This is an optimization exercise on Yosys and OpenROAD, whose aim is small area, a short achievable clock period and few clock cycles per item, not a production implementation.
At most, simulation tests tie the RTL to the original design; equivalence was not proved.
Power and IR drop assume default switching activity.

== old ==
==> flow/design.v (excerpt) <==
module echo_median_distance_filter_unit #(
  parameter int WINDOW = 5
) (
  input  logic                 clk,
  input  logic                 rst,
  input  logic                 in_valid,
  output logic                 in_stall,
  input  logic [DUR_W-1:0]     echo_duration_us,
  output logic                 out_valid,
  input  logic                 out_stall,
  output logic [DIST_W-1:0]    distance_q8,
  output logic                 found,
  output logic [COUNT_W-1:0]   kept_count,
  input  logic                 cfg_valid,
  output logic                 cfg_ready,
  input  logic [CFG_IDX_W-1:0] cfg_index,
  input  logic [31:0]          cfg_data
);
Settings: LEC_CHECK=0, CAP_MARGIN=20, CORE_MARGIN=2, CORE_UTILIZATION=40, SETUP_SLACK_MARGIN=4.3, SLEW_MARGIN=20; clock period 7.0 ns.
standard.sh (not shown) runs the stock make flow with config.mk's settings and CLKGATE_MAP_FILE= SYNTH_SCRIPT=/design/flow/synth_recipe.tcl, a recipe that flattens the netlist after the stock synthesis.
==> flow/flow/run.sh <==
#!/bin/bash
# Standard layout (the standard.sh: standard synthesis, ORFS floorplan to finish), with
# one change: the port buffers are sky130_fd_sc_hd__buf_2 instead of the cell buffer_ports
# picks by default (clkdlybuf4s50_1, a delay cell). Every port still gets its buffer.
set -euo pipefail
bash standard.sh BUFFER_PORTS_ARGS="-buffer_cell sky130_fd_sc_hd__buf_2" finish > standard_flow.log 2>&1
Edits applied to the flow inputs when going from old to new:
diff --git a/flow/design.v b/flow/design.v
--- a/flow/design.v
+++ b/flow/design.v
@@ -154,24 +154,26 @@
   logic               div_first;
   logic               div_sat;
   logic [12:0]        div_r2;
   logic [13:0]        div_diff;
   logic [11:0]        div_rem;
   logic               div_q;
   logic               in_acc;
   logic               ir_v;
   emdf_pkg::dur_t     ir_d;
   logic               ins;
   logic [2:0]         pos;
   logic [2:0]         kept;
+  logic [2:0]         kept_acc;
+  logic               keep_r;
   logic               keep;
   logic               win_full;
   emdf_pkg::dur_t     median;
   logic               xfer;
   logic               med_v;
   emdf_pkg::dur_t     med;
   logic [2:0]         med_count;
   logic               start;
   logic               idle;
   logic               step;
   logic [2:0]         phase;
   logic [11:0]        acc_s;
@@ -277,26 +279,30 @@
   assign keep = dur_ge_gt(ir_d, limit, lim_exact);
   assign xfer = win_full && !med_v;
   always_ff @(posedge clk) begin
     if (rst) begin
       pos      <= 3'd0;
       win_full <= 1'b0;
     end else begin
       win_full <= win_full_next;
       pos      <= pos_next;
     end
   end
   always_ff @(posedge clk) begin
-    if (ins) kept <= ((pos == 3'd0) ? 3'd0 : kept) + 3'(keep);
+    if (ins) begin
+      kept_acc <= (pos == 3'd0) ? 3'd0 : kept;
+      keep_r   <= keep;
+    end
   end
+  assign kept = kept_acc + 3'(keep_r);
   emdf_chain u_chain (
     .clk  (clk),
     .acc  (ins),
     .pos  (pos),
     .x    (ir_d),
     .want ({kept == 3'd5, (kept == 3'd3) || (kept == 3'd4), (kept == 3'd1) || (kept == 3'd2)}),
     .pick (median)
   );
   assign ir_v_next     = in_acc;
   assign win_full_next = (win_full && !xfer) || (ins && (pos == 3'(WINDOW - 1)));
   assign med_v_next    = xfer || (med_v && (phase != 3'd4));
   assign pos_next      = ins ? ((pos == 3'(WINDOW - 1)) ? 3'd0 : pos + 3'd1) : pos;
Notes after the runs:
Summary — simple logic cell fraction of the synthesized area, new relative to old: higher, by 0.86 points. Lower register-to-register setup slack among old and new: old. old → new: total wirelength of the detailed-routed design went up, combinational power share went up 0.9 points, number of sinks handled by clock tree synthesis now larger, total core area now larger. Changes observed in new relative to old: total design power rose by 0.91%, global-route wire length before repair higher, xor/xnor cell area share of the yosys netlist now sits at about the same level. Highest-delay cell along the critical path = sky130_fd_sc_hd__dfxtp_2: old; highest-delay cell along the critical path = sky130_fd_sc_hd__dfxtp_4: new.
No run of this note included a check of the RTL's function; only the layout flow was run.

---

echo_median_distance_filter_unit again, from the RTL that the note above started with.
export LEC_CHECK = 0
export CAP_MARGIN = 20
export CORE_MARGIN = 2
export CORE_UTILIZATION = 40
export SETUP_SLACK_MARGIN = 4.2
export SLEW_MARGIN = 20
create_clock -name core_clock -period 7.0 [get_ports {clk}]
Scripts as last shown in full above: flow/flow/run.sh
==> next run, changes <==
--- a/flow/design.v
+++ b/flow/design.v
@@ -182,19 +182,14 @@
   logic [11:0]        c_next;
   logic               cout;
   logic [3:0]         low;
   logic [2:0]         res_count;
   logic               ir_v_next;
   logic               win_full_next;
   logic               med_v_next;
-  logic [2:0]         pos_next;
-  logic               phase4_next;
-  logic               xfer_next;
-  logic               win_full_2;
-  logic               med_v_2;
   function automatic logic dur_ge_gt(input logic [15:0] a, input logic [15:0] b,
                                      input logic ge);
     logic [15:0] g, l;
     logic [7:0]  g2, l2;
     logic [3:0]  g4, l4;
     logic [1:0]  g8, l8;
     g = a & ~b;
@@ -259,60 +254,55 @@
         div_sat <= div_q;
       end else begin
         limit <= {limit[14:0], (div_q || div_sat) && !min_zero};
       end
       lim_exact <= ((div_r2 == {1'b0, speed}) || (div_r2 == 13'd0)) && !div_sat && !min_zero;
     end
   end
-  assign ins = ir_v;
+  assign ins = ir_v && (!win_full || !med_v);
   always_ff @(posedge clk) begin
     if (rst) begin
       ir_v <= 1'b0;
     end else begin
       ir_v <= ir_v_next;
     end
   end
   always_ff @(posedge clk) begin
-    ir_d <= echo_duration_us;
+    if (in_acc) ir_d <= echo_duration_us;
   end
   assign keep = dur_ge_gt(ir_d, limit, lim_exact);
   assign xfer = win_full && !med_v;
   always_ff @(posedge clk) begin
     if (rst) begin
       pos      <= 3'd0;
       win_full <= 1'b0;
     end else begin
       win_full <= win_full_next;
-      pos      <= pos_next;
+      if (ins) pos <= (pos == 3'(WINDOW - 1)) ? 3'd0 : pos + 3'd1;
     end
   end
   always_ff @(posedge clk) begin
     if (ins) kept <= ((pos == 3'd0) ? 3'd0 : kept) + 3'(keep);
   end
   emdf_chain u_chain (
     .clk  (clk),
     .acc  (ins),
     .pos  (pos),
     .x    (ir_d),
     .want ({kept == 3'd5, (kept == 3'd3) || (kept == 3'd4), (kept == 3'd1) || (kept == 3'd2)}),
     .pick (median)
   );
-  assign ir_v_next     = in_acc;
+  assign ir_v_next     = in_acc || (ir_v && !ins);
   assign win_full_next = (win_full && !xfer) || (ins && (pos == 3'(WINDOW - 1)));
   assign med_v_next    = xfer || (med_v && (phase != 3'd4));
-  assign pos_next      = ins ? ((pos == 3'(WINDOW - 1)) ? 3'd0 : pos + 3'd1) : pos;
-  assign phase4_next   = (phase == 3'd3);
-  assign xfer_next     = win_full_next && !med_v_next;
-  assign win_full_2    = (win_full_next && !xfer_next) || (ir_v_next && (pos_next == 3'(WINDOW - 1)));
-  assign med_v_2       = xfer_next || (med_v_next && !phase4_next);
   always_ff @(posedge clk) begin
     if (rst) begin
       in_stall <= 1'b0;
     end else begin
-      in_stall <= cfg_valid || (div_cnt > 5'd1) || (win_full_2 && med_v_2);
+      in_stall <= cfg_valid || (div_cnt > 5'd1) || (ir_v_next && win_full_next && med_v_next);
     end
   end
   always_ff @(posedge clk) begin
     if (rst) begin
       med_v <= 1'b0;
     end else begin
       med_v <= med_v_next;
What happened: The changed run finished clean. Routed wire length came out lower by 1.9%. Clock power stays flat. Sequential share of layout area is higher by 1.7 points. Clock-buffer cell count does not change. Global-route usage fell by 0.67 points. Final cell count went up by 2.6%. Register-to-register slack gets better by 0.21 ns. Synthesized area goes up by 2.5%. Core utilization drops by 2.1 points. First-iteration DRC count went up by 9.0%. Hold slack gets worse by 0.0067 ns.
Testbench counts after the change, summed over its fixed seeds: cycles 8,208, items 1,600.
Only the layout flow was run in the first run of this note; the RTL was not checked for function there.

## what the ideal ports hide
How much do the figures lean on ideal ports? The routed layouts below were timed once more, with nothing changed but the port constraints.
Step 1 assumes that a clkbuf_16 drives the clock port and a buf_2 every other input.
Step 2, shift: input delay + t, output delay - t, t = (earliest + latest rising clock arrival at the registers) / 2. This alone moves slack from input paths to output paths.
Three values: ideal ports, drivers, drivers and shift; two values: the first two.
run	shift t [ns]	slack for setup (ns)	pins driven straight from the clock port
old	0.499	4.082 / 4.082 / 3.928	1
new	0.486	4.206 / 4.206 / 4.000	1
the first run of note 2	0.497	4.038 / 4.038 / 3.841	1
the second run of note 2	0.485	4.253 / 4.253 / 3.939	1
After both steps setup and hold are still met in every run listed. The setup slack of the second run of note 2, which loses most, moves by 0.000 ns with the drivers and by -0.314 ns with both steps.
